This design comes from an exercise in tuning for small area, a short achievable clock period and few clock cycles on the open sky130 flow, not from production work.
The RTL was checked by simulation tests, not by an equivalence proof against the original design.
Power and IR drop assume default switching activity.

==> design/flow/design.v <==
module arith_expression_evaluator_top #(
   parameter int FRAC_BITS  = 32,
   parameter int MAX_DIGITS = 18
) (
   input  logic        clock,
   input  logic        reset,
   input  logic        req_valid,
   output logic        req_ready,
   input  logic [7:0]  req_char,
   input  logic        req_last,
   output logic        rsp_valid,
   input  logic        rsp_ready,
   output logic [63:0] rsp_value,
   output logic [2:0]  rsp_status
);
   localparam logic [3:0] S_IDLE   = 4'd0;
   localparam logic [3:0] S_CONV   = 4'd1;
   localparam logic [3:0] S_RADD   = 4'd2;
   localparam logic [3:0] S_APPLY  = 4'd3;
   localparam logic [3:0] S_MUL    = 4'd4;
   localparam logic [3:0] S_DIVCHK = 4'd5;
   localparam logic [3:0] S_DIV    = 4'd6;
   localparam logic [3:0] S_WB     = 4'd7;
   localparam logic [3:0] S_TERM   = 4'd8;
   localparam logic [1:0] AF_NONE  = 2'd0;
   localparam logic [1:0] AF_TERM  = 2'd1;
   localparam logic [1:0] AF_FINAL = 2'd2;
   localparam logic [63:0] MAX_POS  = 64'h7FFF_FFFF_FFFF_FFFF;
   localparam logic [63:0] SIGN_BIT = 64'h8000_0000_0000_0000;
   localparam logic [63:0] ONE      = 64'h0000_0001_0000_0000;
   logic [3:0]  st_ff;
   logic        bv_ff, bl_ff, bdone_ff;
   logic [7:0]  bc_ff;
   logic [63:0] a_ff, b_ff;
   logic [4:0]  fcnt_ff;
   logic        dot_ff, big_ff;
   logic        ts_ff, pd_ff, neg_ff, nsign_ff, adiv_ff;
   logic [1:0]  after_ff;
   logic [1:0]  fe_ff;
   logic [2:0]  be_ff;
   logic [2:0]  status_ff;
   logic        rv_ff;
   logic [63:0] sum_ff, pm_ff;
   logic        ps_ff, one_ff;
   logic [6:0]  cnt_ff;
   logic        mint_ff, ovf_ff, rbit_ff;
   logic [3:0]  st_in;
   logic        bv_in, bl_in, bdone_in;
   logic [7:0]  bc_in;
   logic [63:0] a_in, b_in;
   logic [4:0]  fcnt_in;
   logic        dot_in, big_in;
   logic        ts_in, pd_in, neg_in, nsign_in, adiv_in;
   logic [1:0]  after_in;
   logic [1:0]  fe_in;
   logic [2:0]  be_in;
   logic [2:0]  status_in;
   logic        rv_in;
   logic [63:0] sum_in, pm_in;
   logic        ps_in, one_in;
   logic [6:0]  cnt_in;
   logic        mint_in, ovf_in, rbit_in;
   logic       is_dig, is_dot, is_md, is_as;
   logic [3:0] dig;
   assign dig    = bc_ff[3:0];
   assign is_dig = (bc_ff >= 8'h30) && (bc_ff <= 8'h39);
   assign is_dot = (bc_ff == 8'h2E);
   assign is_md  = (bc_ff == 8'h2A) || (bc_ff == 8'h2F);
   assign is_as  = (bc_ff == 8'h2B) || (bc_ff == 8'h2D);
   logic [59:0] src;
   logic [63:0] t10;
   assign src = dot_ff ? a_ff[59:0] : {29'd0, b_ff[62:32]};
   assign t10 = {1'b0, src, 3'd0} + {3'd0, src, 1'd0} + {60'd0, dig};
   logic [30:0] lim_i;
   logic [59:0] lim_f;
   always_comb begin
      case (fcnt_ff)
         5'd9:    begin lim_i = 31'd1844674407; lim_f = 60'd370955160;         end
         5'd10:   begin lim_i = 31'd184467440;  lim_f = 60'd7370955160;        end
         5'd11:   begin lim_i = 31'd18446744;   lim_f = 60'd7370955160;        end
         5'd12:   begin lim_i = 31'd1844674;    lim_f = 60'd407370955160;      end
         5'd13:   begin lim_i = 31'd184467;     lim_f = 60'd4407370955160;     end
         5'd14:   begin lim_i = 31'd18446;      lim_f = 60'd74407370955160;    end
         5'd15:   begin lim_i = 31'd1844;       lim_f = 60'd674407370955160;   end
         5'd16:   begin lim_i = 31'd184;        lim_f = 60'd4674407370955160;  end
         default: begin lim_i = 31'd18;         lim_f = 60'd44674407370955160; end
      endcase
   end
   logic take_frac;
   assign take_frac = !big_ff && (fcnt_ff < 5'd18) &&
                      ((fcnt_ff <= 5'd8) || (b_ff[62:32] < lim_i) ||
                       ((b_ff[62:32] == lim_i) && (a_ff[59:0] <= lim_f)));
   logic [59:0] p10;
   always_comb begin
      case (fcnt_ff)
         5'd1:    p10 = 60'd10;
         5'd2:    p10 = 60'd100;
         5'd3:    p10 = 60'd1000;
         5'd4:    p10 = 60'd10000;
         5'd5:    p10 = 60'd100000;
         5'd6:    p10 = 60'd1000000;
         5'd7:    p10 = 60'd10000000;
         5'd8:    p10 = 60'd100000000;
         5'd9:    p10 = 60'd1000000000;
         5'd10:   p10 = 60'd10000000000;
         5'd11:   p10 = 60'd100000000000;
         5'd12:   p10 = 60'd1000000000000;
         5'd13:   p10 = 60'd10000000000000;
         5'd14:   p10 = 60'd100000000000000;
         5'd15:   p10 = 60'd1000000000000000;
         5'd16:   p10 = 60'd10000000000000000;
         5'd17:   p10 = 60'd100000000000000000;
         default: p10 = 60'd1000000000000000000;
      endcase
   end
   logic        esub;
   logic [63:0] ax, ay;
   logic        acin;
   logic [64:0] as;
   assign esub = ps_ff ^ neg_ff;
   always_comb begin
      ax   = a_ff;
      ay   = ~b_ff;
      acin = 1'b1;
      case (st_ff)
         S_CONV: begin
            ax = {a_ff[62:0], 1'b0};
            ay = ~{4'd0, p10};
         end
         S_DIV:  ax = {a_ff[62:0], pm_ff[63]};
         S_MUL: begin
            ay   = b_ff[0] ? pm_ff : 64'd0;
            acin = 1'b0;
         end
         S_RADD: begin
            ax   = b_ff;
            ay   = 64'd0;
            acin = rbit_ff;
         end
         S_TERM: begin
            ax   = sum_ff;
            ay   = esub ? ~pm_ff : pm_ff;
            acin = esub;
         end
         default: begin
         end
      endcase
   end
   assign as = {1'b0, ax} + {1'b0, ay} + {64'd0, acin};
   logic r64, add_ovf;
   logic [63:0] add_val;
   assign r64     = sum_ff[63] ^ esub ^ as[64];
   assign add_ovf = (r64 != as[63]);
   assign add_val = add_ovf ? (r64 ? SIGN_BIT : MAX_POS) : as[63:0];
   logic        qsat;
   logic [63:0] qe;
   assign qsat = big_ff || b_ff[63];
   assign qe   = qsat ? MAX_POS : b_ff;
   logic [63:0] wval;
   logic        wclamp;
   assign wval   = adiv_ff ? pm_ff : a_ff;
   assign wclamp = ovf_ff || (ps_ff ? (wval > SIGN_BIT) : wval[63]);
   logic [2:0] fin_status;
   always_comb begin
      st_in     = st_ff;
      bv_in     = bv_ff;
      bl_in     = bl_ff;
      bdone_in  = bdone_ff;
      bc_in     = bc_ff;
      a_in      = a_ff;
      b_in      = b_ff;
      fcnt_in   = fcnt_ff;
      dot_in    = dot_ff;
      big_in    = big_ff;
      ts_in     = ts_ff;
      pd_in     = pd_ff;
      neg_in    = neg_ff;
      nsign_in  = nsign_ff;
      adiv_in   = adiv_ff;
      after_in  = after_ff;
      fe_in     = fe_ff;
      be_in     = be_ff;
      status_in = status_ff;
      rv_in     = rv_ff;
      sum_in    = sum_ff;
      pm_in     = pm_ff;
      ps_in     = ps_ff;
      one_in    = one_ff;
      cnt_in    = cnt_ff;
      mint_in   = mint_ff;
      ovf_in    = ovf_ff;
      rbit_in   = rbit_ff;
      fin_status = 3'd0;
      if (rv_ff && rsp_ready) begin
         rv_in  = 1'b0;
         sum_in = 64'd0;
      end
      case (st_ff)
         S_IDLE: begin
            if (bv_ff) begin
               if (bdone_ff) begin
                  bv_in    = 1'b0;
                  bdone_in = 1'b0;
                  adiv_in  = pd_ff;
                  after_in = AF_FINAL;
                  pd_in    = 1'b0;
                  ts_in    = 1'b1;
                  st_in    = ((fcnt_ff != 5'd0) && !big_ff) ? S_CONV : S_APPLY;
                  cnt_in   = 7'd32;
               end else begin
                  if (bl_ff) begin
                     bdone_in = 1'b1;
                  end else begin
                     bv_in = 1'b0;
                  end
                  if (is_dig) begin
                     ts_in = 1'b0;
                     if (!dot_ff) begin
                        b_in[62:32] = t10[30:0];
                        big_in      = big_ff || (t10[34:31] != 4'd0);
                     end else if (take_frac) begin
                        a_in    = {4'd0, t10[59:0]};
                        fcnt_in = fcnt_ff + 5'd1;
                     end
                  end else if (is_dot) begin
                     ts_in = 1'b0;
                     if (dot_ff) begin
                        if ((fe_ff == 2'd0) || (fe_ff > 2'd2)) fe_in = 2'd2;
                     end else begin
                        dot_in = 1'b1;
                     end
                  end else if (is_md) begin
                     pd_in = (bc_ff == 8'h2F);
                     if (ts_ff) begin
                        ts_in = 1'b0;
                     end else begin
                        adiv_in  = pd_ff;
                        after_in = AF_NONE;
                        st_in    = ((fcnt_ff != 5'd0) && !big_ff) ? S_CONV : S_APPLY;
                        cnt_in   = 7'd32;
                     end
                  end else if (is_as) begin
                     adiv_in  = pd_ff;
                     after_in = AF_TERM;
                     nsign_in = (bc_ff == 8'h2D);
                     pd_in    = 1'b0;
                     ts_in    = 1'b1;
                     st_in    = ((fcnt_ff != 5'd0) && !big_ff) ? S_CONV : S_APPLY;
                     cnt_in   = 7'd32;
                  end else begin
                     fe_in = 2'd1;
                  end
               end
            end
         end
         S_CONV: begin
            if (cnt_ff != 7'd0) begin
               a_in        = as[64] ? as[63:0] : ax;
               b_in[31:0]  = {b_ff[30:0], as[64]};
               cnt_in      = cnt_ff - 7'd1;
            end else begin
               rbit_in = as[64];
               st_in   = S_RADD;
            end
         end
         S_RADD: begin
            b_in  = as[63:0];
            st_in = S_APPLY;
         end
         S_APPLY: begin
            if (qsat) begin
               if ((be_ff == 3'd0) || (be_ff > 3'd4)) be_in = 3'd4;
            end
            one_in = 1'b0;
            if (!adiv_ff) begin
               if (one_ff) begin
                  pm_in = qe;
                  ps_in = 1'b0;
                  st_in = (after_ff == AF_NONE) ? S_IDLE : S_TERM;
               end else if ((pm_ff == 64'd0) || (qe == 64'd0)) begin
                  pm_in = 64'd0;
                  st_in = (after_ff == AF_NONE) ? S_IDLE : S_TERM;
               end else begin
                  a_in    = 64'd0;
                  ovf_in  = 1'b0;
                  cnt_in  = 7'd31;
                  if (qe[31:0] == 32'd0) begin
                     b_in    = {32'd0, qe[63:32]};
                     mint_in = 1'b1;
                  end else begin
                     b_in    = qe;
                     mint_in = 1'b0;
                  end
                  st_in = S_MUL;
               end
            end else begin
               if (qe == 64'd0) begin
                  be_in = 3'd3;
                  if ((be_ff != 3'd0) && (be_ff < 3'd3)) be_in = be_ff;
                  pm_in = 64'd0;
                  st_in = (after_ff == AF_NONE) ? S_IDLE : S_TERM;
               end else if (pm_ff == 64'd0) begin
                  st_in = (after_ff == AF_NONE) ? S_IDLE : S_TERM;
               end else begin
                  a_in  = {32'd0, pm_ff[63:32]};
                  pm_in = {pm_ff[31:0], 32'd0};
                  b_in  = qe;
                  st_in = S_DIVCHK;
               end
            end
         end
         S_MUL: begin
            b_in = {1'b0, b_ff[63:1]};
            if (!mint_ff) begin
               a_in   = as[64:1];
               cnt_in = cnt_ff - 7'd1;
               if (cnt_ff == 7'd0) begin
                  mint_in = 1'b1;
                  if (b_ff[63:1] == 63'd0) st_in = S_WB;
               end
            end else begin
               a_in   = as[63:0];
               ovf_in = ovf_ff || as[64] || (pm_ff[63] && (b_ff[63:1] != 63'd0));
               pm_in  = {pm_ff[62:0], 1'b0};
               if (b_ff[63:1] == 63'd0) st_in = S_WB;
            end
         end
         S_DIVCHK: begin
            ovf_in = as[64];
            cnt_in = 7'd63;
            st_in  = as[64] ? S_WB : S_DIV;
         end
         S_DIV: begin
            a_in   = as[64] ? as[63:0] : ax;
            pm_in  = {pm_ff[62:0], as[64]};
            cnt_in = cnt_ff - 7'd1;
            if (cnt_ff == 7'd0) st_in = S_WB;
         end
         S_WB: begin
            if (wclamp) begin
               pm_in = ps_ff ? SIGN_BIT : MAX_POS;
               if ((be_ff == 3'd0) || (be_ff > 3'd4)) be_in = 3'd4;
            end else begin
               pm_in = wval;
            end
            st_in = (after_ff == AF_NONE) ? S_IDLE : S_TERM;
         end
         S_TERM: begin
            if (!rv_ff) begin
               be_in = be_ff;
               if (add_ovf) begin
                  if ((be_ff == 3'd0) || (be_ff > 3'd4)) be_in = 3'd4;
               end
               sum_in = add_val;
               pm_in  = ONE;
               ps_in  = 1'b0;
               one_in = 1'b1;
               neg_in = nsign_ff;
               if (after_ff == AF_FINAL) begin
                  fin_status = (fe_ff != 2'd0) ? {1'b0, fe_ff} : be_in;
                  status_in  = fin_status;
                  if ((fin_status != 3'd0) && (fin_status != 3'd4)) sum_in = 64'd0;
                  rv_in  = 1'b1;
                  neg_in = 1'b0;
                  fe_in  = 2'd0;
                  be_in  = 3'd0;
               end
               st_in = S_IDLE;
            end
         end
         default: st_in = S_IDLE;
      endcase
      if ((st_ff != S_IDLE) && (st_in == S_IDLE)) begin
         a_in    = 64'd0;
         b_in    = 64'd0;
         fcnt_in = 5'd0;
         dot_in  = 1'b0;
         big_in  = 1'b0;
      end
      if (req_valid && req_ready) begin
         bv_in    = 1'b1;
         bc_in    = req_char;
         bl_in    = req_last;
         bdone_in = 1'b0;
      end
   end
   assign req_ready  = !bv_ff || ((st_ff == S_IDLE) && (!bl_ff || bdone_ff));
   assign rsp_valid  = rv_ff;
   assign rsp_value  = sum_ff;
   assign rsp_status = status_ff;
   always_ff @(posedge clock) begin
      if (reset) begin
         st_ff     <= S_IDLE;
         bv_ff     <= 1'b0;
         bdone_ff  <= 1'b0;
         a_ff      <= 64'd0;
         b_ff      <= 64'd0;
         fcnt_ff   <= 5'd0;
         dot_ff    <= 1'b0;
         big_ff    <= 1'b0;
         ts_ff     <= 1'b1;
         pd_ff     <= 1'b0;
         neg_ff    <= 1'b0;
         fe_ff     <= 2'd0;
         be_ff     <= 3'd0;
         rv_ff     <= 1'b0;
         sum_ff    <= 64'd0;
         pm_ff     <= ONE;
         ps_ff     <= 1'b0;
         one_ff    <= 1'b1;
      end else begin
         st_ff     <= st_in;
         bv_ff     <= bv_in;
         bdone_ff  <= bdone_in;
         a_ff      <= a_in;
         b_ff      <= b_in;
         fcnt_ff   <= fcnt_in;
         dot_ff    <= dot_in;
         big_ff    <= big_in;
         ts_ff     <= ts_in;
         pd_ff     <= pd_in;
         neg_ff    <= neg_in;
         fe_ff     <= fe_in;
         be_ff     <= be_in;
         rv_ff     <= rv_in;
         sum_ff    <= sum_in;
         pm_ff     <= pm_in;
         ps_ff     <= ps_in;
         one_ff    <= one_in;
      end
   end
   always_ff @(posedge clock) begin
      bl_ff     <= bl_in;
      bc_ff     <= bc_in;
      nsign_ff  <= nsign_in;
      adiv_ff   <= adiv_in;
      after_ff  <= after_in;
      status_ff <= status_in;
      cnt_ff    <= cnt_in;
      mint_ff   <= mint_in;
      ovf_ff    <= ovf_in;
      rbit_ff   <= rbit_in;
   end
endmodule
==> design/flow/run.sh <==
#!/bin/bash
# synth_recipe.tcl (not shown) runs the flow's synth.tcl, then flattens the netlist and writes it again
# the make line also repeats each setting of config.mk as NAME=value (left out here)
make -C /OpenROAD-flow-scripts/flow DESIGN_CONFIG=/design/flow/config.mk WORK_HOME=/design/flow/orfs CLKGATE_MAP_FILE= SYNTH_SCRIPT=/design/flow/synth_recipe.tcl finish
==> design/flow/config.mk <==
export PLATFORM = sky130hd
export DESIGN_NAME = arith_expression_evaluator_top
export DESIGN_NICKNAME = arith_expression_evaluator_top
export VERILOG_FILES = /design/flow/design.v
export SDC_FILE = /design/flow/constraint.sdc
export NUM_CORES = 4
export LEC_CHECK = 0
export CAP_MARGIN = 30
export CORE_MARGIN = 2
export CORE_UTILIZATION = 40
export SLEW_MARGIN = 30
==> design/flow/constraint.sdc <==
create_clock -name core_clock -period 14.5 [get_ports {clock}]
set_input_delay 2.9000 -clock core_clock [delete_from_list [all_inputs] [get_ports {clock}]]
set_output_delay 2.9000 -clock core_clock [all_outputs]
set_load 0.01 [all_outputs]
==> results.sh <==
export IMPL_switchingPower_uw=2750
export IMPL_syn_area_per_cell_sq_um=7.37
export IMPL_drtIter0Drc=7225
export IMPL_switching_share_pct=50.2
export IMPL_htreeDepth=2
export IMPL_area_growth_pct=11.5
export IMPL_grt_overflow_total=0
export IMPL_grt_first_pass_wirelength_microns=268000
export IMPL_ys_warn_count=1
export IMPL_rsz0062_at_grt="false"
export IMPL_power_frac_comb_pct=50.1
export IMPL_cp_top_family="compound AO/OA/AOI/OAI gates"
export IMPL_grt_usage_pct=43.1
export IMPL_sequentialPowerShare_pct=23.3
export IMPL_first_pass_iters=11
export IMPL_status="finished clean"
export IMPL_power_density_nw_per_um2=147
export IMPL_io_pins=82
export IMPL_synthArstFlopShare_pct=0
export IMPL_drive_gt1_share_pct=7.43
export IMPL_syn_inst=4531
export IMPL_synth_flop_cell="dfxtp_1"
export IMPL_cts_tree="built"
export IMPL_antenna_found_initial=15
export IMPL_worst_endpoint_required_ns=15.05
export IMPL_wl_per_cell_microns=34.9
export IMPL_crit_arrival_ns=10.77
export IMPL_p_leak_uw=0.0146
export IMPL_post_route_drc_count=0
export IMPL_ant_nets=0
export IMPL_synth_nets=4816
export IMPL_crit_path_max_fanout=65
export IMPL_internal_power_uw=2730
export IMPL_cp_common_cell="nand2_1"
export IMPL_p_clk_share_pct=26.6
export IMPL_clk_pin_slew_worst_paths_ns=0.06
export IMPL_cts_resized=0
export IMPL_fin_hold_ws_ns=0.449
export IMPL_grt_pass1_vias=35400
export IMPL_ys_types=85
export IMPL_ys_ff_latch=408
export IMPL_initial_utilization_pct=40.5
export IMPL_cts_setup_buffers=0
export IMPL_num_nets_final=4687
export IMPL_cts_sinks=408
export IMPL_clk_latency_ns=0.66
export IMPL_drt_total_wl_microns=193000
export IMPL_clock_skew_ns=0.0481
export IMPL_yosysSeqAreaShare_pct=25.3
export IMPL_hold_violations=0
export IMPL_start_kind="register"
export IMPL_hold_buffers=0
export IMPL_finalSetupViolCount=0
export IMPL_numPortBuffers=81
export IMPL_cts_buffer_depth=3
export IMPL_core_sq_um=82400
export IMPL_syn_area_sq_um=33400
export IMPL_dpl_hpwl_microns=141000
export IMPL_hold_class="reg2reg"
export IMPL_cp_slowest_cell="dfxtp_1"
export IMPL_finalCritPeriodShare_pct=70.5
export IMPL_crit_type="reg2reg"
export IMPL_cts_buffers=51
export IMPL_die_height_microns=293
export IMPL_fp_dieW_microns=293
export IMPL_drv_slew=0
export IMPL_gp_congestion=1.13
export IMPL_post_drt_via_cell_ratio=7.13
export IMPL_ir_drop_uv=241
export IMPL_critPathBufInv=3
export IMPL_max_stage_delay_ns=0.79
export IMPL_max_slew_margin_rel_pct=20.8
export IMPL_crit_path_end_kind="register"
export IMPL_cap_violations=0
export IMPL_worstMarginPinSlew_ns=1.19
export IMPL_tns_ns=0
export IMPL_period_needed_ns=10.23
export IMPL_die_area_sq_um=85800
export IMPL_synth_edf_count=26
export IMPL_root_buffer="clkbuf_16"
export IMPL_fp_row_count=105
export IMPL_max_freq_mhz=97.8
export IMPL_dr_total_vias=39400
export IMPL_grt_max_degree=88
## area by class of cell
| class | instances | area [sq um] |
|---|---|---|
| sequential | 408 | 8430 |
| inverter | 128 | 480 |
| clock buffer | 66 | 1420 |
| clock inverter | 26 | 434 |
| multi-input combinational | 3599 | 23200 |
| antenna | 13 | 32.5 |
| fill | 8461 | 45200 |
| tap | 1070 | 1340 |
| timing repair buffer | 214 | 1850 |
## power groups by stage
stage	registers (uW)	clock network (uW)	logic (uW)
after detailed placement	1290	0	2540
final	1280	1460	2740
after global placement	1290	0	2560
after global routing	1270	1490	2800
after floorplan	1220	0	1520
after CTS	1260	1450	2550
## layer usage
metal | up-vias | track usage (%) | part of all wire, %
met2 | 3213 | 59.1 | 38
met1 | 18600 | 54.8 | 38
met3 | 834 | 17.5 | 15
met4 | 8 | 28.9 | 8.5
li1 | 16700 | - | -
met5 | - | 0.284 | 0.030
## worst paths after layout
check	to	slack [ns]	depth (start not counted)	start
setup / recovery	sum_ff[35]	4.27	28	st_ff[3]
hold / removal	adiv_ff	0.45	0	pd_ff
setup reg to reg	sum_ff[35]	4.27	28	st_ff[3]
hold reg to reg	adiv_ff	0.45	0	pd_ff
## Yosys cell counts, drive strengths merged, types with 54 or more instances
master	instances	share of area (%)
a211oi	129	2.9
a21o	86	1.9
a21oi	622	9.3
a222oi	103	3.1
a22oi	54	1.2
clkbuf	343	3.9
dfxtp	382	23
ha	268	10
inv	126	1.4
nand2	457	5.1
nand2b	89	1.7
nand3	66	0.99
nor2	367	4.1
nor3	79	1.2
o21ai	356	5.3
o22ai	67	1.3
xnor2	82	2.2
## state kept, by name (all words and copies together) (netlist names), 2 cells and up
name and count:
after_ff 2, be_ff 3, lim_f 34, a_ff 64, fcnt_ff 5, fe_ff 2, b_ff 64, cnt_ff 7
sum_ff 64, st_ff 4, pm_ff 64, p10 49, status_ff 3, bc_ff 8, lim_i 20
## kinds of logic after synthesis
group / after synthesis / synth area share [%]
AO/OA/AOI/OAI: 1814 / 34.9
flip-flops: 408 / 25.3
XOR/XNOR: 131 / 3.46
adder cells (fa/ha/maj): 272 / 10.3
buffers and inverters: 524 / 5.97
AND/OR/NAND/NOR: 1332 / 18.5
multiplexers: 50 / 1.65
## metrics by stage
stage,utilization (%),std cells,total power (uW),instance area [sq um],setup slack [ns]
after floorplan,-,4531,2740,33400,7.45
after global placement,42.7,5414,3850,35200,4.26
after detailed placement,42.8,5418,3830,35300,4.03
after CTS,45.1,5510,5270,37100,3.96
after global routing,45.1,5511,5570,37200,3.92
final,45.2,5524,5470,37200,4.27
## placed cells by master (no fill, tap or decap), types with 65 or more instances in the layout
cell,instances
a21oi_1,622
nand2_1,453
dfxtp_1,380
nor2_1,362
o21ai_0,340
ha_1,267
buf_4,129
inv_1,125
a211oi_1,124
a222oi_1,103
nand2b_1,89
a21o_1,86
xnor2_1,81
clkdlybuf4s50_1,80
nor3_1,74
o22ai_1,66
nand3_1,65
Testbench counts, summed over its fixed seeds: cycles 131,383.

==> separate check: timing with driven ports <==
The flow's constraints put no driver on any port. The routed layout listed below was extracted and timed again, unchanged, in two steps. Step 1 assumes that a clkbuf_16 drives the clock port and a buf_2 every other input. Step 2, shift: input delay + t, output delay - t, t = (earliest + latest rising clock arrival at the registers) / 2. This alone moves slack from input paths to output paths. Three values: ideal ports, drivers, drivers and shift; two values: the first two.
shift t [ns]: 0.716
setup slack, ns: 4.272 / 4.272 / 4.272
slew at the worst register clock pin (ns): 0.07 / 0.07
After both steps this run still meets setup and hold. The setup slack of this run moves by 0.000 ns with the drivers and by 0.000 ns with both steps.
